Context: an optimization exercise on an open-source flow, tuned for small area. The choices shown serve that exercise and are no tape-out recipe. The RTL was checked by simulation tests, not by an equivalence proof against the original design. Power is estimated from default activity; no workload was simulated.

File: design.v
package mips_pkg;
    localparam int DATA_W   = 32;
    localparam int ADDR_W   = 5;
    localparam int NUM_REGS = 32;
    typedef logic [ADDR_W-1:0] reg_addr_t;
    typedef logic [DATA_W-1:0] word_t;
    localparam reg_addr_t REG_ZERO = 5'd0;
    localparam reg_addr_t REG_SP   = 5'd29;
    localparam reg_addr_t REG_RA   = 5'd31;
endpackage
module porta_leitura #(
    parameter int                DATA_W   = 32,
    parameter int                ADDR_W   = 5,
    parameter logic [DATA_W-1:0] RESET_SP = 32'h7FFF_EFFC
) (
    input  logic [2**ADDR_W-1:1][DATA_W-1:0] regs,
    input  logic [2**ADDR_W-1:1]             dirty,
    input  logic [ADDR_W-1:0]                rd_addr,
    output logic [DATA_W-1:0]                rd_data
);
    localparam int NREGS = 2**ADDR_W;
    logic [NREGS-1:1] sel_s;
    logic             sp_sel_n_s;
    always_comb begin
        for (int i = 1; i < NREGS; i++) begin
            sel_s[i] = (rd_addr == ADDR_W'(i)) && dirty[i];
        end
        sp_sel_n_s = !((rd_addr == mips_pkg::REG_SP) && !dirty[mips_pkg::REG_SP]);
    end
    for (genvar b = 0; b < DATA_W; b++) begin : g_bit
        logic [10:0] grp_n;
        logic [2:0]  part;
        for (genvar g = 0; g < 10; g++) begin : g_grp
            aoi222 u_aoi (
                .a1 (sel_s[3*g+1]), .b1 (regs[3*g+1][b]),
                .a2 (sel_s[3*g+2]), .b2 (regs[3*g+2][b]),
                .a3 (sel_s[3*g+3]), .b3 (regs[3*g+3][b]),
                .y  (grp_n[g])
            );
        end
        nand2 u_nand (.a (sel_s[31]), .b (regs[31][b]), .y (grp_n[10]));
        nand4 u_n0 (.a (grp_n[0]), .b (grp_n[1]), .c (grp_n[2]), .d (grp_n[3]), .y (part[0]));
        nand4 u_n1 (.a (grp_n[4]), .b (grp_n[5]), .c (grp_n[6]), .d (grp_n[7]), .y (part[1]));
        if (RESET_SP[b]) begin : g_sp
            nand4 u_n2 (.a (grp_n[8]), .b (grp_n[9]), .c (grp_n[10]), .d (sp_sel_n_s), .y (part[2]));
        end else begin : g_nosp
            nand3 u_n2 (.a (grp_n[8]), .b (grp_n[9]), .c (grp_n[10]), .y (part[2]));
        end
        or3   u_or (.a (part[0]), .b (part[1]), .c (part[2]), .y (rd_data[b]));
    end
endmodule
module aoi222 (
    input  logic a1, b1, a2, b2, a3, b3,
    output logic y
);
    assign y = !((a1 & b1) | (a2 & b2) | (a3 & b3));
endmodule
module nand2 (
    input  logic a, b,
    output logic y
);
    assign y = !(a & b);
endmodule
module nand3 (
    input  logic a, b, c,
    output logic y
);
    assign y = !(a & b & c);
endmodule
module nand4 (
    input  logic a, b, c, d,
    output logic y
);
    assign y = !(a & b & c & d);
endmodule
module or3 (
    input  logic a, b, c,
    output logic y
);
    assign y = a | b | c;
endmodule
module banco_registradores #(
    parameter int                 DATA_W   = 32,
    parameter int                 ADDR_W   = 5,
    parameter logic [DATA_W-1:0]  RESET_SP = 32'h7FFF_EFFC
) (
    input  logic                 clk,
    input  logic                 rst_n,
    input  logic [ADDR_W-1:0]    rs_addr,
    input  logic [ADDR_W-1:0]    rt_addr,
    output logic [DATA_W-1:0]    rs_data,
    output logic [DATA_W-1:0]    rt_data,
    input  logic                 wr_en,
    input  logic [ADDR_W-1:0]    wr_addr,
    input  logic [DATA_W-1:0]    wr_data,
    output logic [2**ADDR_W-1:0] dirty
);
    localparam int NREGS = 2**ADDR_W;
    logic [NREGS-1:1][DATA_W-1:0] regs_r;
    logic [NREGS-1:1][DATA_W-1:0] regs_d;
    logic [NREGS-1:1]             dirty_r;
    logic [NREGS-1:1]             wr_sel_s;
    logic [NREGS-1:1]             wr_hold_s;
    always_comb begin
        for (int i = 1; i < NREGS; i++) begin
            wr_sel_s[i]  = wr_en && (wr_addr == ADDR_W'(i));
            wr_hold_s[i] = !wr_sel_s[i];
        end
    end
    for (genvar i = 1; i < NREGS; i++) begin : g_word
        for (genvar b = 0; b < DATA_W; b++) begin : g_bit
            sel_escrita u_sel (
                .wr_data (wr_data[b]),
                .q       (regs_r[i][b]),
                .wr_sel  (wr_sel_s[i]),
                .wr_hold (wr_hold_s[i]),
                .d       (regs_d[i][b])
            );
        end
    end
    always_ff @(posedge clk) begin
        regs_r <= regs_d;
    end
    always_ff @(posedge clk or negedge rst_n) begin
        if (!rst_n) begin
            dirty_r <= '0;
        end else begin
            dirty_r <= dirty_r | wr_sel_s;
        end
    end
    assign dirty = {dirty_r, 1'b0};
    porta_leitura #(.DATA_W(DATA_W), .ADDR_W(ADDR_W), .RESET_SP(RESET_SP)) u_porta_rs (
        .regs    (regs_r),
        .dirty   (dirty_r),
        .rd_addr (rs_addr),
        .rd_data (rs_data)
    );
    porta_leitura #(.DATA_W(DATA_W), .ADDR_W(ADDR_W), .RESET_SP(RESET_SP)) u_porta_rt (
        .regs    (regs_r),
        .dirty   (dirty_r),
        .rd_addr (rt_addr),
        .rd_data (rt_data)
    );
endmodule
module sel_escrita (
    input  logic wr_data,
    input  logic q,
    input  logic wr_sel,
    input  logic wr_hold,
    output logic d
);
    assign d = (wr_data & wr_sel) | (q & wr_hold);
endmodule
File: flow/run.sh
#!/bin/bash
# Own layout flow: the standard ORFS flow (standard.sh), unchanged
# synthesis, with plain buffers on the ports and a clock tree of fewer,
# smaller buffers without dummy loads. make's output goes to flow_make.log;
# ORFS keeps each step's log under orfs/logs.
set -euo pipefail
export BUFFER_PORTS_ARGS="-buffer_cell sky130_fd_sc_hd__buf_2"
export CTS_ARGS="-sink_clustering_enable -repair_clock_nets -dont_use_dummy_load -buf_list {sky130_fd_sc_hd__clkbuf_8} -sink_clustering_size 20 -sink_clustering_max_diameter 50"
bash standard.sh finish > flow_make.log 2>&1
File: standard.sh
#!/bin/bash
# synth_recipe.tcl (not shown) runs the flow's synth.tcl, then flattens the netlist and writes it again
# the make line also repeats each setting of config.mk as NAME=value (left out here)
make -C /OpenROAD-flow-scripts/flow DESIGN_CONFIG=/design/flow/config.mk WORK_HOME=/design/flow/orfs CLKGATE_MAP_FILE= SYNTH_SCRIPT=/design/flow/synth_recipe.tcl "${@:-finish}"
File: config.mk
export PLATFORM = sky130hd
export DESIGN_NAME = banco_registradores
export DESIGN_NICKNAME = banco_registradores
export VERILOG_FILES = /design/flow/design.v
export SDC_FILE = /design/flow/constraint.sdc
export NUM_CORES = 4
export LEC_CHECK = 0
export CAP_MARGIN = 15
export CORE_MARGIN = 2
export CORE_UTILIZATION = 50
export SLEW_MARGIN = 15
export SYNTH_HIERARCHICAL = 1
File: constraint.sdc
create_clock -name core_clock -period 5.5 [get_ports {clk}]
set_input_delay 1.1000 -clock core_clock [delete_from_list [all_inputs] [get_ports {clk}]]
set_output_delay 1.1000 -clock core_clock [all_outputs]
set_load 0.01 [all_outputs]
==> results of run 1 <==
## Yosys stat by module, one instance, submodules excluded, a selection
module	area (µm²)	flip-flops and latches	cells
aoi222	10.0	0	1
banco_registradores	21400	1023	1163
nand2	3.75	0	1
nand3	5.00	0	1
nand4	6.26	0	1
or3	6.26	0	1
sel_escrita	8.76	0	1
## power by group through the flow
| stage | clock network [mW] | logic, mW | registers [mW] |
|---|---|---|---|
| 3_5_place_dp | 0 | 2.34 | 10.2 |
| 5_1_grt | 4.49 | 2.54 | 10.3 |
| 6_report | 4.21 | 2.42 | 10.2 |
| 2_1_floorplan | 0 | 1.53 | 9.89 |
| 4_1_cts | 4.20 | 2.35 | 10.1 |
| 3_3_place_gp | 0 | 2.26 | 10.2 |
## flip-flops by register name, summed over array words and instances (netlist names)
signal   cells
regs_r     992
dirty_r     31
## how the worst max path moves through the flow
stage             endpoint  cells past startpoint  slack (ns)       start
2_1_floorplan   rs_data[0]                      5        1.75  rs_addr[2]
3_3_place_gp   rs_data[10]                      7        0.65  rs_addr[2]
3_5_place_dp   rs_data[10]                      7        0.65  rs_addr[1]
4_1_cts        rs_data[21]                      8        0.64  rs_addr[2]
5_1_grt        rs_data[21]                      8        0.45  rs_addr[2]
6_report       rs_data[10]                      7        0.36  rs_addr[1]
## final cells by class
cell class	count	share of cell area, %
Sequential cell	1023	47.4
Clock buffer	103	3.26
Multi-Input combinational cell	2166	42.7
Antenna cell	5	0.0288
Timing Repair Buffer	246	3.60
Tap cell	1040	2.99
## cells in the final DEF (no fill, tap or decap), drive strengths merged, types with 36 or more instances in the layout
master and instances:
a222oi 640, and3 64, buf 246, nand2 96
or3 64, nor2 36, a22o 992, clkbuf 103
dfxtp 992, nand4 185
## stage by stage
step,util (%),cells,setup WS (ns)
after floorplan,-,3211,1.75
after global placement,54.3,4472,0.650
after detailed placement,54.4,4474,0.649
after CTS,56.2,4577,0.635
after global routing,56.2,4579,0.455
final,56.2,4583,0.361
## cells by family after synthesis
kind of cell,Yosys count
AO/OA/AOI/OAI,1663
buffers and inverters,22
flip-flops,1023
other,1
AND/OR/NAND/NOR,502
## per-layer routing
metal	wire length [µm]	share of wire, %	GRT usage [%]
met2	78800	40	64.0
met1	69000	35	58.8
met3	31800	16	16.6
met5	110	0.056	0.833
met4	15500	7.9	30.8
## critical path, delay by kind of cell
kind            cells  cell delay (ns)
buf+inv             2             0.32
compound gates      1             0.69
simple gates        4             1.92
==> summary.md, run 1 <==
| Metric | Value |
|---|---|
| Data required, critical path | 4.40 ns |
| Std-Cell Rows | 102 |
| Peak Freq | 0.195 GHz |
| Area of the multi-input gates | 18,600 µm² |
| Fill cells | 6,572 |
| WL final | 195,000 µm |
| Hold Worst Slack | 0.389 ns |
| Final min period | 5.14 ns |
| Iteration-0 DRC Markers | 9,679 |
| Sequential Power Share | 60.6% |
| Clk slew on worst S/H paths | 0.09 ns |
| Synth Area per Inst | 12.2 µm² |
| GPL Wtd Cong | 0.993 |
| Final Slew Violations | 0 |
| Worst r2r src | dirty_r[4]$_DFF_PN0_ |
| Clk root buf | clkbuf_8 |
| Worst flop-to-flop path endpoint | dirty_r[4]$_DFF_PN0_ |
| Die X | 283 µm |
| Net Switching | 4.97 mW |
| Synth top area cells | dfxtp_1, a22o_1, a222oi_1, nand4_1, dfrtp_1 |
| Clk network pwr share | 25.0% |
| Synth Area in Compound Gates | 39.3% |
| Layout Nets | 3,590 |
| Unrepaired setup endpoints after global routing | no |
| Final global-route overflow total | 0 |
| Area of the mapped netlist | 39,000 µm² |
| Post-synth ARST share | 3.03% |
| Multiplexer share of the synthesized area | 0% |
| DRC | 0 |
| Starting density of the core | 50.5% |
| Post-synthesis instance total | 3,211 |
| Share of cells above drive strength 1 | 12.5% |
| Port bufs | 144 |
| Fin Setup TNS | 0 ns |
| Power, Total | 16.8 mW |
| Crit-path slowest cell | a222oi_1 |
| Pin count of the biggest net entering global routing | 33 |
| Pwr Density | 387 nW/µm² |
| Dpl hpwl | 111,000 µm |
| CTS tree | built |
| Area after DPL | 42,000 µm² |
| Die Y | 283 µm |
| Hold crit path type | primary input to asynchronous set/reset pin |
| Total track usage | 45.8% |
| FF-to-FF setup slack | 4.65 ns |
| Worst path max stage delay | 0.69 ns |
| CTS Hold Bufs | 0 |
| Vias | 40,100 |
| Worst-Margin Slew | 1.36 ns |
| Adder and majority gate portion of the synthesized area | 0% |
| Cell chain of the critical path | buf_2 -> and3b_2 -> and3_2 -> a222oi_1 -> nand4_1 -> or3_1 -> buf_2 |
| Reg2Reg Depth | 1 |
| Tcrit/Tclk final | 93.4% |
| Combinational family with the most area after synthesis | compound AO/OA/AOI/OAI gates |
| Max H-tree Level | 3 |
| LEAKAGE | 17.7 nW |
| Sw Ratio | 29.6% |
| Synth cell count leaders | a22o_1, dfxtp_1, a222oi_1 |
| CP Launch Type | primary input |
| Crit end category | output pin |
| CP Class | primary input to output pin |
| Syn. warnings | 8 |
| Outcome | timing/DRC/antenna clean |
| Syn Nets | 3,261 |
| Crit Path Max Fanout | 32 |
| Global-route wire length before repair | 273,000 µm |
| Core area | 77,300 µm² |
| Register area | 20,600 µm² |
| Peak VDD IR | 0.220 mV |
| Internal Pwr Total | 11.8 mW |
| Synth Area in Simple Gates | 7.53% |
| Die area | 80,300 µm² |
| Share of the synthesized area in the top cell type | 50.9% |
| Synth area leader | dfxtp_1 |
| Hold Fails Final Rpt | 0 |
| Combinational fraction of design power | 14.4% |
| Drt first pass iters | 12 |
| Slew margin rel. | 9.05% |
| Crit path DAT | 4.04 ns |
| EDFF count, synth | 0 |
| Antenna-violating nets left | 0 |
| Final setup fails | 0 |
| Initial antenna violation count | 10 |
| Cell variety after synth | 35 |
| Setup Buffers After CTS | 0 |
| Setup Skew | 0 ns |
| Clock Tree Buf Depth | 3 |
| I/O pin count | 146 |
| Most common cell type on the critical path | buf_2 |
| Drt via density | 8.75 |
| CTS Buf Count | 103 |
| Sequential fraction of the synthesis area | 52.9% |
| Post-synthesis xor/xnor area fraction | 0% |
| Area delta synth->final | 11.5% |
| Clk latency of the worst-skew pair | 0.76 ns |
| Clock net sink count | 1,023 |
| Max Cap Viol | 0 |
| Dominant synthesized flop cell | dfxtp_1 |
| Cells resized by post-CTS repair | 0 |
| WL per Instance | 42.6 µm |
| Vias in the first global route | 38,400 |
| Seq cells post-synth | 1,023 |
| Fin area | 43,500 µm² |
==> run 2, diff against run 1 <==
--- a/design.v
+++ b/design.v
@@ -17,2 +17,3 @@
     input  logic [2**ADDR_W-1:1]             dirty,
+    input  logic                             phase,
     input  logic [ADDR_W-1:0]                rd_addr,
@@ -22,3 +23,4 @@
     logic [NREGS-1:1] sel_s;
-    logic             sp_sel_n_s;
+    logic             hit_s;
+    logic [1:0]       fix_s;
     always_comb begin
@@ -27,3 +29,5 @@
         end
-        sp_sel_n_s = !((rd_addr == mips_pkg::REG_SP) && !dirty[mips_pkg::REG_SP]);
+        hit_s    = |sel_s;
+        fix_s[0] = hit_s && phase;
+        fix_s[1] = fix_s[0] || (rd_addr == mips_pkg::REG_SP && !dirty[mips_pkg::REG_SP]);
     end
@@ -32,2 +36,3 @@
         logic [2:0]  part;
+        logic        sel_w;
         for (genvar g = 0; g < 10; g++) begin : g_grp
@@ -43,8 +48,5 @@
         nand4 u_n1 (.a (grp_n[4]), .b (grp_n[5]), .c (grp_n[6]), .d (grp_n[7]), .y (part[1]));
-        if (RESET_SP[b]) begin : g_sp
-            nand4 u_n2 (.a (grp_n[8]), .b (grp_n[9]), .c (grp_n[10]), .d (sp_sel_n_s), .y (part[2]));
-        end else begin : g_nosp
-            nand3 u_n2 (.a (grp_n[8]), .b (grp_n[9]), .c (grp_n[10]), .y (part[2]));
-        end
-        or3   u_or (.a (part[0]), .b (part[1]), .c (part[2]), .y (rd_data[b]));
+        nand3 u_n2 (.a (grp_n[8]), .b (grp_n[9]), .c (grp_n[10]), .y (part[2]));
+        or3   u_or (.a (part[0]), .b (part[1]), .c (part[2]), .y (sel_w));
+        xor2  u_x  (.a (sel_w), .b (fix_s[RESET_SP[b]]), .y (rd_data[b]));
     end
@@ -81,2 +83,8 @@
 endmodule
+module xor2 (
+    input  logic a, b,
+    output logic y
+);
+    assign y = a ^ b;
+endmodule
 module banco_registradores #(
@@ -103,2 +111,12 @@
     logic [NREGS-1:1]             wr_hold_s;
+    logic                         phase_r;
+    logic [DATA_W-1:0]            wr_enc_s;
+    always_ff @(posedge clk or negedge rst_n) begin
+        if (!rst_n) begin
+            phase_r <= 1'b0;
+        end else begin
+            phase_r <= !phase_r;
+        end
+    end
+    assign wr_enc_s = wr_data ^ {DATA_W{phase_r}};
     always_comb begin
@@ -112,3 +130,3 @@
             sel_escrita u_sel (
-                .wr_data (wr_data[b]),
+                .wr_enc  (wr_enc_s[b]),
                 .q       (regs_r[i][b]),
@@ -134,2 +152,3 @@
         .dirty   (dirty_r),
+        .phase   (phase_r),
         .rd_addr (rs_addr),
@@ -140,2 +159,3 @@
         .dirty   (dirty_r),
+        .phase   (phase_r),
         .rd_addr (rt_addr),
@@ -145,3 +165,3 @@
 module sel_escrita (
-    input  logic wr_data,
+    input  logic wr_enc,
     input  logic q,
@@ -151,3 +171,3 @@
 );
-    assign d = (wr_data & wr_sel) | (q & wr_hold);
+    assign d = !((q | wr_sel) & (wr_hold | wr_enc));
 endmodule
--- a/flow/run.sh
+++ b/flow/run.sh
@@ -7,3 +7,3 @@
 export BUFFER_PORTS_ARGS="-buffer_cell sky130_fd_sc_hd__buf_2"
-export CTS_ARGS="-sink_clustering_enable -repair_clock_nets -dont_use_dummy_load -buf_list {sky130_fd_sc_hd__clkbuf_8} -sink_clustering_size 20 -sink_clustering_max_diameter 50"
+export CTS_ARGS="-sink_clustering_enable -repair_clock_nets -dont_use_dummy_load -buf_list {sky130_fd_sc_hd__clkbuf_8} -sink_clustering_size 16 -sink_clustering_max_diameter 60"
 bash standard.sh finish > flow_make.log 2>&1
--- a/config.mk
+++ b/config.mk
@@ -7,6 +7,6 @@
 export LEC_CHECK = 0
-export CAP_MARGIN = 15
+export CAP_MARGIN = 10
 export CORE_MARGIN = 2
-export CORE_UTILIZATION = 50
-export SLEW_MARGIN = 15
+export CORE_UTILIZATION = 40
+export SLEW_MARGIN = 10
 export SYNTH_HIERARCHICAL = 1
==> run 2 against run 1 <==
Critical endpoint is now rt_data[22]; sequential power is 5% higher; hold slack better by 0.028 ns; via count is 0.61% higher; first-iteration DRC count is 2.2% lower; worst setup slack worse by 0.31 ns; now fails the layout checks on capacitance limit; count of clock-buffer cells in the layout is 19 lower; synthesized area is 3.1% lower; critical path depth is 1 higher; sequential cell count is 1 higher; fmax is 5.7% lower; critical path type unchanged; largest cell class unchanged; die area is 21% higher.
==> summary.md, run 2 <==
| Metric | Value |
|---|---|
| Post-synth ARST share | 3.13% (was 3.03%) |
| Area after DPL | 42,000 µm² (about the same) |
| Crit Path Max Fanout | 32 (unchanged) |
| Multiplexer share of the synthesized area | 0.166% (was 0%) |
| Drt first pass iters | 11 (was 12) |
| Seq cells post-synth | 1,024 (was 1,023) |
| Post-synthesis instance total | 3,373 (was 3,211) |
| Reg2Reg Depth | 3 (was 1) |
| Fail Reasons | capacitance limit |
| Pwr Density | 406 nW/µm² (was 387 nW/µm²) |
| Die Y | 311 µm (was 283 µm) |
| Synth cell count leaders | dfxtp_1, o22ai_1, a222oi_1 (was a22o_1, dfxtp_1, a222oi_1) |
| WL final | 191,000 µm (was 195,000 µm) |
| Combinational family with the most area after synthesis | compound AO/OA/AOI/OAI gates (unchanged) |
| Port bufs | 144 (unchanged) |
| CP Launch Type | primary input (unchanged) |
| Synth Area in Compound Gates | 34.2% (was 39.3%) |
| CTS Buf Count | 84 (was 103) |
| Core area | 93,500 µm² (was 77,300 µm²) |
| Syn Nets | 3,423 (was 3,261) |
| Clock Tree Buf Depth | 3 (unchanged) |
| WL per Instance | 38.2 µm (was 42.6 µm) |
| Setup Skew | 0.0880 ns (was 0 ns) |
| Clock net sink count | 1,024 (was 1,023) |
| Cells resized by post-CTS repair | 0 (unchanged) |
| Hold Fails Final Rpt | 0 (unchanged) |
| Tcrit/Tclk final | 99.0% (was 93.4%) |
| Iteration-0 DRC Markers | 9,469 (was 9,679) |
| Setup Buffers After CTS | 0 (unchanged) |
| Clk slew on worst S/H paths | 0.10 ns (was 0.09 ns) |
| LEAKAGE | 15.6 nW (was 17.7 nW) |
| Number of flip-flops in the largest register | 992 (unchanged) |
| Largest regs | regs_r (992), dirty_r (31), phase_r (1) (was regs_r (992), dirty_r (31)) |
| Clk latency of the worst-skew pair | 0.74 ns (was 0.76 ns) |
| Die area | 97,000 µm² (was 80,300 µm²) |
| Peak VDD IR | 0.170 mV (was 0.220 mV) |
| Dominant synthesized flop cell | dfxtp_1 (unchanged) |
| Slew margin rel. | 1.59% (was 9.05%) |
| Pin count of the biggest net entering global routing | 34 (was 33) |
| Data required, critical path | 4.40 ns (about the same) |
| Std-Cell Rows | 112 (was 102) |
| Syn. warnings | 8 (unchanged) |
| Final min period | 5.45 ns (was 5.14 ns) |
| Synth top area cells | dfxtp_1, a222oi_1, o22ai_1, xor2_1, nand4_1 (was dfxtp_1, a22o_1, a222oi_1, nand4_1, dfrtp_1) |
| DRC | 0 (unchanged) |
| Max Cap Viol | 1 (was 0) |
| Crit path DAT | 4.35 ns (was 4.04 ns) |
| Vias in the first global route | 37,200 (was 38,400) |
| CP Class | primary input to output pin (unchanged) |
| Commonest cells after routing, fill and taps aside | o22ai_1, dfxtp_1, a222oi_1 (was a22o_1, dfxtp_1, a222oi_1) |
| Worst-Margin Slew | 1.47 ns (was 1.36 ns) |
| I/O pin count | 146 (unchanged) |
| Synth Area per Inst | 11.2 µm² (was 12.2 µm²) |
| Sequential fraction of the synthesis area | 54.7% (was 52.9%) |
| Share of cells above drive strength 1 | 14.2% (was 12.5%) |
| Unrepaired setup endpoints after global routing | no (unchanged) |
| Fin area | 43,200 µm² (was 43,500 µm²) |
| Post-synthesis xor/xnor area fraction | 2.22% (was 0%) |
| Initial antenna violation count | 12 (was 10) |
| Dpl hpwl | 114,000 µm (was 111,000 µm) |
| Drt via density | 8.07 (was 8.75) |
| Biggest register | regs_r (unchanged) |
| Die X | 311 µm (was 283 µm) |
| Fin Setup TNS | 0 ns (unchanged) |
| GPL Wtd Cong | 0.956 (was 0.993) |
| Adder and majority gate portion of the synthesized area | 0% (unchanged) |
| Hold crit path type | primary input to asynchronous set/reset pin (unchanged) |
| Clk root buf | clkbuf_8 (unchanged) |
| Area delta synth->final | 14.4% (was 11.5%) |
| CTS Hold Bufs | 0 (unchanged) |
| CTS tree | built (unchanged) |
| Synth area leader | dfxtp_1 (unchanged) |
| Max H-tree Level | 3 (unchanged) |
| Layout Nets | 3,784 (was 3,590) |
| Cell variety after synth | 47 (was 35) |
| Final global-route overflow total | 0 (unchanged) |
| Final Slew Violations | 0 (unchanged) |
| Outcome | finished with violations (was timing/DRC/antenna clean) |
| Synth Area in Simple Gates | 8.10% (was 7.53%) |
| Share of the synthesized area in the top cell type | 52.5% (was 50.9%) |
| Global-route wire length before repair | 266,000 µm (was 273,000 µm) |
| Vias | 40,300 (was 40,100) |
| Antenna-violating nets left | 0 (unchanged) |
| Peak Freq | 0.184 GHz (was 0.195 GHz) |
| EDFF count, synth | 0 (unchanged) |
| Final setup fails | 0 (unchanged) |
| Crit end category | output pin (unchanged) |
| Area of the mapped netlist | 37,800 µm² (was 39,000 µm²) |
| Total track usage | 37.1% (was 45.8%) |
| Starting density of the core | 40.4% (was 50.5%) |
## run 2: changes by cell type in the layout (fill, tap and decap cells not counted), sizes merged, moves of 7 or more
cell and change:
nand4 -52, xor2 +96, nand3 +66, and4 +10, clkbuf -19, inv +7, buf +65, o22ai +992
and3 -20, a22o -992, diode +9
## run 2: Yosys stat by module (local to each module, per instance), excerpt
module | times used | cell area (µm²) | flops+latches
or3 | 64 | 6.26 | 0
sel_escrita | 992 | 6.26 | 0
nand2 | 64 | 3.75 | 0
xor2 | 64 | 8.76 | 0
banco_registradores | 1 | 21800 | 1024
nand4 | 128 | 6.26 | 0
aoi222 | 640 | 10.0 | 0
nand3 | 64 | 5.00 | 0
## run 2: cells by family after synthesis
logic type	after synthesis
xor gates and xnor gates	96
other	1
buffers and inverters	43
AOI/OAI and AO/OA	1675
muxes	6
DFF	1024
and+or+nand+nor	528
## run 2: where the power goes
| group | internal, mW | switching, mW |
|---|---|---|
| clock | 1.37 | 2.48 |
| combinational | 1.38 | 1.63 |
| sequential | 9.22 | 1.49 |
## run 2: critical path, stage by stage
cell and delay (ns):
buf_2 0.29, and3b_1 0.27, and3_2 0.64, a222oi_1 0.49
nand4_1 0.40, or3_1 0.53, xor2_1 0.39, buf_2 0.22
## run 2: area by class of cell
class / count / area (µm²)
diodes: 14 / 35.0
clock buffers: 84 / 1160
fillers: 8843 / 50200
inverters: 7 / 26.3
multi-input cells: 2306 / 17500
flip-flops and latches: 1024 / 20700
well taps: 1254 / 1570
repair buffers: 311 / 2270
## run 2: final timing paths
path / startpoint / to / slack (ns)
min: rst_n / dirty_r[28]$_DFF_PN0_ / 0.42
max: rt_addr[0] / rt_data[22] / 0.05
min reg2reg: regs_r[416]$_DFF_P_ / regs_r[416]$_DFF_P_ / 0.47
max in group asynchronous: rst_n / dirty_r[1]$_DFF_PN0_ / 4.50
min in group core_clock: regs_r[416]$_DFF_P_ / regs_r[416]$_DFF_P_ / 0.47
max reg2reg: phase_r$_DFF_PN0_ / regs_r[874]$_DFF_P_ / 2.54
## run 2: routing by layer
| layer | up-vias | track usage [%] | wire [µm] |
|---|---|---|---|
| li1 | 16100 | - | - |
| met1 | 19600 | 48.0 | 69200 |
| met2 | 3725 | 52.0 | 76300 |
| met3 | 894 | 12.7 | 30000 |
| met4 | 4 | 25.0 | 15200 |
| met5 | - | 0 | 141 |
## run 2: through the flow
step / cells / worst slack [ns] / power [mW] / hold WS [ns] / utilization [%]
finish: 5000 / 0.0532 / 17.6 / 0.417 / 46.3
global route: 4992 / 0.143 / 18.2 / 0.469 / 46.2
CTS: 4985 / 0.363 / 17.4 / 0.413 / 46.2
detailed placement: 4901 / 0.383 / 13.7 / 0.459 / 45.0
global placement: 4901 / 0.374 / 13.6 / 0.450 / 45.0
floorplan: 3373 / 0.295 / 12.2 / 0.442 / -
==> run 3, diff against run 2 <==
--- a/config.mk
+++ b/config.mk
@@ -7,6 +7,6 @@
 export LEC_CHECK = 0
-export CAP_MARGIN = 10
+export CAP_MARGIN = 20
 export CORE_MARGIN = 2
-export CORE_UTILIZATION = 40
-export SLEW_MARGIN = 10
+export CORE_UTILIZATION = 50
+export SLEW_MARGIN = 20
 export SYNTH_HIERARCHICAL = 1
==> run 3 against run 2 <==
The run now finishes clean; final area decreased by 0.32%; total power is 0.45% lower; via count grew 2.5%; sequential power barely moved; clock power fell by 3%; core utilization is 11 points higher; hold slack improved by 0.027 ns; combinational power barely moved; worst setup slack improved by 0.14 ns; highest routed layer unchanged; wire length down 0.23%.
==> summary.md, run 3 <==
| Metric | Value |
|---|---|
| Dpl hpwl | 113,000 µm (was 114,000 µm) |
| Die area | 77,800 µm² (was 97,000 µm²) |
| Seq cells post-synth | 1,024 (unchanged) |
| WL per Instance | 40.4 µm (was 38.2 µm) |
| LEAKAGE | 15.6 nW (about the same) |
| CP Launch Type | primary input (unchanged) |
| Synth Area per Inst | 11.2 µm² (unchanged) |
| Cells resized by post-CTS repair | 0 (unchanged) |
| Peak Freq | 0.189 GHz (was 0.184 GHz) |
| Post-synthesis instance total | 3,373 (unchanged) |
| Max H-tree Level | 3 (unchanged) |
| Setup Buffers After CTS | 0 (unchanged) |
| Synth cell count leaders | dfxtp_1, o22ai_1, a222oi_1 (unchanged) |
| CTS Buf Count | 80 (was 84) |
| Die X | 279 µm (was 311 µm) |
| Unrepaired setup endpoints after global routing | no (unchanged) |
| Max Cap Viol | 0 (was 1) |
| Setup Skew | 0.0873 ns (was 0.0880 ns) |
| Clk latency of the worst-skew pair | 0.76 ns (was 0.74 ns) |
| DRC | 0 (unchanged) |
| Initial antenna violation count | 13 (was 12) |
| Vias in the first global route | 39,300 (was 37,200) |
| Commonest cells after routing, fill and taps aside | o22ai_1, dfxtp_1, a222oi_1 (unchanged) |
| GPL Wtd Cong | 1.02 (was 0.956) |
| Core area | 74,700 µm² (was 93,500 µm²) |
| Starting density of the core | 50.6% (was 40.4%) |
| Share of the synthesized area in the top cell type | 52.5% (unchanged) |
| Iteration-0 DRC Markers | 9,860 (was 9,469) |
| CTS Hold Bufs | 0 (unchanged) |
| Syn Nets | 3,423 (unchanged) |
| Hold crit path type | primary input to asynchronous set/reset pin (unchanged) |
| Synth area leader | dfxtp_1 (unchanged) |
| Largest regs | regs_r (992), dirty_r (31), phase_r (1) (unchanged) |
| Number of flip-flops in the largest register | 992 (unchanged) |
| Antenna-violating nets left | 0 (unchanged) |
| Post-synth ARST share | 3.13% (unchanged) |
| Fin Setup TNS | 0 ns (unchanged) |
| Slew margin rel. | 17.5% (was 1.59%) |
| Final min period | 5.30 ns (was 5.45 ns) |
| Biggest register | regs_r (unchanged) |
| Syn. warnings | 8 (unchanged) |
| Drt via density | 8.78 (was 8.07) |
| Area delta synth->final | 14.0% (was 14.4%) |
| Hold Fails Final Rpt | 0 (unchanged) |
| Tcrit/Tclk final | 96.4% (was 99.0%) |
| CTS tree | built (unchanged) |
| Clk root buf | clkbuf_8 (unchanged) |
| Total track usage | 46.7% (was 37.1%) |
| Final global-route overflow total | 0 (unchanged) |
| Drt first pass iters | 14 (was 11) |
| Clock net sink count | 1,024 (unchanged) |
| Peak VDD IR | 0.242 mV (was 0.170 mV) |
| Clk slew on worst S/H paths | 0.10 ns (about the same) |
| Vias | 41,300 (was 40,300) |
| Crit path DAT | 4.20 ns (was 4.35 ns) |
| Pwr Density | 406 nW/µm² (about the same) |
| Outcome | timing/DRC/antenna clean (was finished with violations) |
| Final setup fails | 0 (unchanged) |
| Worst-Margin Slew | 1.24 ns (was 1.47 ns) |
| Layout Nets | 3,780 (was 3,784) |
| Dominant synthesized flop cell | dfxtp_1 (unchanged) |
| CP Class | primary input to output pin (unchanged) |
| Post-Route Utilization | 57.7% (was 46.3%) |
| EDFF count, synth | 0 (unchanged) |
| WL final | 190,000 µm (was 191,000 µm) |
| Crit Path Max Fanout | 19 (was 32) |
| Clock Tree Buf Depth | 3 (unchanged) |
| I/O pin count | 146 (unchanged) |
| Area of the mapped netlist | 37,800 µm² (unchanged) |
| Global-route wire length before repair | 270,000 µm (was 266,000 µm) |
| Synth top area cells | dfxtp_1, a222oi_1, o22ai_1, xor2_1, nand4_1 (unchanged) |
| Crit end category | output pin (unchanged) |
| Die Y | 279 µm (was 311 µm) |
| Pin count of the biggest net entering global routing | 34 (unchanged) |
| Port bufs | 144 (unchanged) |
| Data required, critical path | 4.40 ns (about the same) |
| Final Slew Violations | 0 (unchanged) |
| Share of cells above drive strength 1 | 13.6% (was 14.2%) |
| Cell variety after synth | 47 (unchanged) |
| Sequential fraction of the synthesis area | 54.7% (unchanged) |
| Std-Cell Rows | 100 (was 112) |
## run 3: logic make-up (layout without fill, tap and decap cells)
logic type,count (synthesis),count (layout),synth area share [%]
compound gates,1675,1675,34.2
flops,1024,1024,54.7
simple gates,528,528,8.10
xor+xnor,96,96,2.22
buf+inv,43,398,0.626
mux,6,6,0.166
other cells,1,14,0.00992
## run 3: worst paths after layout
| path | slack (ns) | from | end | depth (start not counted) |
|---|---|---|---|---|
| setup / recovery | 0.20 | rs_addr[2] | rs_data[1] | 9 |
| min in group core_clock | 0.47 | regs_r[989]$_DFF_P_ | regs_r[989]$_DFF_P_ | 1 |
| setup reg to reg | 2.88 | phase_r$_DFF_PN0_ | regs_r[894]$_DFF_P_ | 3 |
| max in group asynchronous | 4.44 | rst_n | phase_r$_DFF_PN0_ | 1 |
| hold reg to reg | 0.47 | regs_r[989]$_DFF_P_ | regs_r[989]$_DFF_P_ | 1 |
| hold / removal | 0.44 | rst_n | dirty_r[16]$_DFF_PN0_ | 1 |
## run 3: per-layer routing
metal	vias up	track usage [%]	routed length [µm]
li1	16100	-	-
met1	19900	59.1	66500
met2	4264	67.2	77900
met3	1065	16.7	30600
met4	8	30.9	15500
met5	-	0	52
## run 3: critical path, cell delays in order
cell	delay, ns
buf_2	0.24
and3b_1	0.25
and3_1	0.46
buf_4	0.38
a222oi_1	0.31
nand4_1	0.40
or3_1	0.55
xor2_1	0.29
buf_2	0.20
## run 3: cell type report
class | instances | area, µm²
fill | 6346 | 31600
sequential | 1024 | 20700
multi-input combinational | 2306 | 17500
timing repair buffer | 311 | 2590
tap | 969 | 1210
clock buffer | 80 | 1100
antenna | 13 | 32.5
inverter | 7 | 26.3
## run 3: where the power goes
| group | total, mW | internal, mW | switching [mW] |
|---|---|---|---|
| clock network | 3.73 | 1.30 | 2.42 |
| logic | 3.04 | 1.40 | 1.64 |
| registers | 10.7 | 9.22 | 1.50 |
| total | 17.5 | 11.9 | 5.56 |
## run 3: per-stage QoR
stage	cells	cell area, µm²	hold slack (ns)	power (mW)	setup slack, ns
final	4710	43100	0.444	17.5	0.195
after global routing	4698	43100	0.483	18.1	0.229
after CTS	4688	42800	0.421	17.3	0.356
after detailed placement	4608	41700	0.458	13.7	0.366
after global placement	4594	41400	0.449	13.4	0.224
after floorplan	3373	37800	0.442	12.2	0.295
## run 3: Yosys stat by module (local to each module, per instance), a selection
| module | flip-flops and latches | cells inside |
|---|---|---|
| aoi222 | 0 | 1 |
| banco_registradores | 1024 | 1201 |
| nand2 | 0 | 1 |
| nand3 | 0 | 1 |
| nand4 | 0 | 1 |
| or3 | 0 | 1 |
| sel_escrita | 0 | 1 |
| xor2 | 0 | 1 |
==> run 4, diff against run 3 <==
--- a/config.mk
+++ b/config.mk
@@ -7,6 +7,7 @@
 export LEC_CHECK = 0
-export CAP_MARGIN = 20
+export CAP_MARGIN = 15
 export CORE_MARGIN = 2
-export CORE_UTILIZATION = 50
-export SLEW_MARGIN = 20
+export CORE_UTILIZATION = 40
+export PLACE_DENSITY = 0.7
+export SLEW_MARGIN = 15
 export SYNTH_HIERARCHICAL = 1
==> run 4 against run 3 <==
Still clean; critical path depth is the same; clock skew shrank 0.017 ns; hold slack lost 0.015 ns; final area grew 0.37%; synthesized area is the same; wire length shrank 8.0%; register-to-register slack gained 0.33 ns; global-route usage shrank 13 points; worst setup slack lost 0.083 ns; clock power shrank 2%; largest cell class unchanged.
==> summary.md, run 4 <==
| Metric | Value |
|---|---|
| Outcome | timing/DRC/antenna clean (unchanged) |
| Antenna-violating nets left | 0 (unchanged) |
| Area of the mapped netlist | 37,800 µm² (unchanged) |
| Share of the synthesized area in the top cell type | 52.5% (unchanged) |
| Slew margin rel. | 8.80% (was 17.5%) |
| CTS Hold Bufs | 0 (unchanged) |
| Worst-Margin Slew | 1.36 ns (was 1.24 ns) |
| Syn. warnings | 8 (unchanged) |
| CP Launch Type | primary input (unchanged) |
| WL per Instance | 34.9 µm (was 40.4 µm) |
| Worst path max stage delay | 0.66 ns (was 0.55 ns) |
| Hold crit path type | primary input to asynchronous set/reset pin (unchanged) |
| Die area | 97,000 µm² (was 77,800 µm²) |
| Iteration-0 DRC Markers | 10,100 (was 9,860) |
| Reg2Reg Depth | 4 (was 3) |
| Setup Buffers After CTS | 0 (unchanged) |
| Number of flip-flops in the largest register | 992 (unchanged) |
| Cells resized by post-CTS repair | 0 (unchanged) |
| Post-Route Utilization | 46.3% (was 57.7%) |
| Worst r2r src | phase_r$_DFF_PN0_ (unchanged) |
| Share of cells above drive strength 1 | 14.3% (was 13.6%) |
| Peak VDD IR | 0.184 mV (was 0.242 mV) |
| Layout Nets | 3,807 (was 3,780) |
| Pwr Density | 402 nW/µm² (was 406 nW/µm²) |
| Clk latency of the worst-skew pair | 0.78 ns (was 0.76 ns) |
| CTS Buf Count | 76 (was 80) |
| Port bufs | 144 (unchanged) |
| Drt via density | 8.07 (was 8.78) |
| Vias | 40,500 (was 41,300) |
| Initial antenna violation count | 11 (was 13) |
| WL final | 175,000 µm (was 190,000 µm) |
| EDFF count, synth | 0 (unchanged) |
| Final global-route overflow total | 0 (unchanged) |
| Sw Ratio | 31.7% (was 31.8%) |
| Final setup fails | 0 (unchanged) |
| Seq cells post-synth | 1,024 (unchanged) |
| Crit Path Max Fanout | 33 (was 19) |
| Clk network pwr share | 21.0% (was 21.3%) |
| Biggest register | regs_r (unchanged) |
| Dominant synthesized flop cell | dfxtp_1 (unchanged) |
| DRC | 0 (unchanged) |
| Cell variety after synth | 47 (unchanged) |
| Clock net sink count | 1,024 (unchanged) |
| Clock Tree Buf Depth | 3 (unchanged) |
| I/O pin count | 146 (unchanged) |
| LEAKAGE | 15.7 nW (was 15.6 nW) |
| Most common cell type on the critical path | buf_2 (unchanged) |
| Clk root buf | clkbuf_8 (unchanged) |
| Hold Fails Final Rpt | 0 (unchanged) |
| Crit end category | output pin (unchanged) |
| Synth cell count leaders | dfxtp_1, o22ai_1, a222oi_1 (unchanged) |
| FF-to-FF setup slack | 3.21 ns (was 2.88 ns) |
| Sequential fraction of the synthesis area | 54.7% (unchanged) |
| Synth area leader | dfxtp_1 (unchanged) |
| Unrepaired setup endpoints after global routing | no (unchanged) |
| Std-Cell Rows | 112 (was 100) |
| Starting density of the core | 40.4% (was 50.6%) |
| Combinational fraction of design power | 17.5% (was 17.4%) |
| Total track usage | 33.9% (was 46.7%) |
| Area delta synth->final | 14.5% (was 14.0%) |
| Largest regs | regs_r (992), dirty_r (31), phase_r (1) (unchanged) |
| Max H-tree Level | 3 (unchanged) |
| Peak Freq | 0.186 GHz (was 0.189 GHz) |
| Pin count of the biggest net entering global routing | 34 (unchanged) |
| Final min period | 5.39 ns (was 5.30 ns) |
| Drt first pass iters | 14 (unchanged) |
| Post-synthesis instance total | 3,373 (unchanged) |
| Internal Pwr Total | 11.9 mW (about the same) |
| Die Y | 311 µm (was 279 µm) |
| Final Slew Violations | 0 (unchanged) |
| Setup Skew | 0.0701 ns (was 0.0873 ns) |
| Cell chain of the critical path | buf_2 -> and3b_4 -> and3_4 -> nor4_2 -> nand4_1 -> o41a_1 -> o21bai_4 -> xor2_1 -> buf_2 (was buf_2 -> and3b_1 -> and3_1 -> buf_4 -> a222oi_1 -> nand4_1 -> or3_1 -> xor2_1 -> buf_2) |
| CTS tree | built (unchanged) |
| Net Switching | 5.52 mW (was 5.56 mW) |
| GPL Wtd Cong | 0.958 (was 1.02) |
| Tcrit/Tclk final | 98.0% (was 96.4%) |
| Global-route wire length before repair | 251,000 µm (was 270,000 µm) |
| Syn Nets | 3,423 (unchanged) |
| Data required, critical path | 4.40 ns (about the same) |
| Post-synth ARST share | 3.13% (unchanged) |
| Worst flop-to-flop path endpoint | regs_r[201]$_DFF_P_ (was regs_r[894]$_DFF_P_) |
| Vias in the first global route | 37,700 (was 39,300) |
| Crit-path slowest cell | xor2_1 (was or3_1) |
| Synth Area per Inst | 11.2 µm² (unchanged) |
| Largest delay share family, worst path | simple AND/OR/NAND/NOR gates (unchanged) |
| Fin Setup TNS | 0 ns (unchanged) |
| Commonest cells after routing, fill and taps aside | o22ai_1, dfxtp_1, a222oi_1 (unchanged) |
| Die X | 311 µm (was 279 µm) |
| Worst Path Buf+Inv | 2 (was 3) |
| Dpl hpwl | 105,000 µm (was 113,000 µm) |
| Crit path DAT | 4.29 ns (was 4.20 ns) |
| Clk slew on worst S/H paths | 0.09 ns (was 0.10 ns) |
| Sequential Power Share | 61.5% (was 61.3%) |
| Core area | 93,500 µm² (was 74,700 µm²) |
| Synth top area cells | dfxtp_1, a222oi_1, o22ai_1, xor2_1, nand4_1 (unchanged) |
| Max Cap Viol | 0 (unchanged) |
| CP Class | primary input to output pin (unchanged) |
run 4: cell count changes in the layout (fill, tap and decap cells not counted), sizes merged:
cell / before / now
buf: 311 / 342
diode: 13 / 11
clkbuf: 80 / 76
run 4: final cells by class:
type,count,area [µm²]
Multi-Input combinational cell,2306,17400
Timing Repair Buffer,342,2510
Clock buffer,76,1050
Inverter,7,26.3
Fill cell,8738,50200
Tap cell,1254,1570
Antenna cell,11,27.5
Sequential cell,1024,20700
run 4: Yosys stat by module (local to each module, per instance), excerpt:
| module | times used | flip-flops and latches |
|---|---|---|
| aoi222 | 640 | 0 |
| banco_registradores | 1 | 1024 |
| nand2 | 64 | 0 |
| nand3 | 64 | 0 |
| nand4 | 128 | 0 |
| or3 | 64 | 0 |
| sel_escrita | 992 | 0 |
| xor2 | 64 | 0 |
run 4: power by group through the flow:
stage,Sequential [mW],Clock (mW),Combinational (mW)
final,10.7,3.65,3.04
after global routing,10.9,3.90,3.23
after CTS,10.6,3.62,2.95
after detailed placement,10.8,0,2.95
after global placement,10.7,0,2.85
after floorplan,10.4,0,1.85
run 4: logic make-up after synthesis:
logic type	share of synthesized area, %
XOR/XNOR	2.22
other	0.00992
multiplexers	0.166
flip-flops	54.7
buffers and inverters	0.626
AND/OR/NAND/NOR	8.10
AO/OA/AOI/OAI	34.2
run 4: worst max-delay path by stage:
stage	start	slack, ns	end	cells past startpoint
5_1_grt	rs_addr[1]	0.09	rs_data[16]	9
3_5_place_dp	rs_addr[1]	0.36	rs_data[7]	9
4_1_cts	rs_addr[1]	0.35	rs_data[7]	9
2_1_floorplan	rs_addr[0]	0.29	rs_data[10]	8
6_report	rs_addr[1]	0.11	rs_data[16]	9
3_3_place_gp	rt_addr[1]	0.36	rt_data[20]	9
run 4: layer usage:
metal  part of all wire [%]  vias to the layer above  track usage [%]
li1                       -                    16200                -
met2                     40                     4080             47.8
met4                    8.1                        8             22.1
met1                     35                    19300             43.7
met5                  0.085                        -             1.33
met3                     17                      937             11.7
run 4: worst register-to-register path, cell delays in order (launching register included):
cell,delay [ns]
dfrtp_4,0.68
buf_4,0.64
xor2_2,0.26
buf_4,0.39
o22ai_1,0.17
run 4: through the flow:
stage | std cells | hold slack [ns] | worst slack, ns | cell area, µm² | power, mW
6_report | 5020 | 0.429 | 0.113 | 43300 | 17.4
4_1_cts | 5006 | 0.432 | 0.352 | 43200 | 17.2
5_1_grt | 5016 | 0.480 | 0.0937 | 43300 | 18.0
2_1_floorplan | 3373 | 0.442 | 0.295 | 37800 | 12.2
3_5_place_dp | 4930 | 0.459 | 0.361 | 42100 | 13.7
3_3_place_gp | 4930 | 0.450 | 0.358 | 42100 | 13.5

-- afterwards: timing with drivers on the ports --
The results above use ideal ports. As a check the final layouts listed here were re-extracted and re-timed, cells and wires unchanged.
Step 1, drivers: a clkbuf_16 drives clk and a buf_2 each remaining input, both assumed.
Step 2 also shifts input and output timing later by t, the mid clock arrival at the registers, as if the neighbouring blocks saw the same clock.
Three values: ideal ports, drivers, drivers and shift; two values: the first two.
| run | t (ns) | slack for setup (ns) | slew at the worst register clock pin (ns) |
|---|---|---|---|
| run 1 | 0.802 | 0.361 / 0.327 / 0.327 | 0.12 / 0.12 |
| run 2 | 0.778 | 0.053 / -0.039 / -0.039 | 0.11 / 0.11 |
| run 3 | 0.772 | 0.195 / 0.110 / 0.110 | 0.11 / 0.11 |
| run 4 | 0.793 | 0.113 / 0.091 / 0.091 | 0.11 / 0.11 |
The setup slack of run 2, which loses most, moves by -0.092 ns with the drivers and by -0.092 ns with both steps.
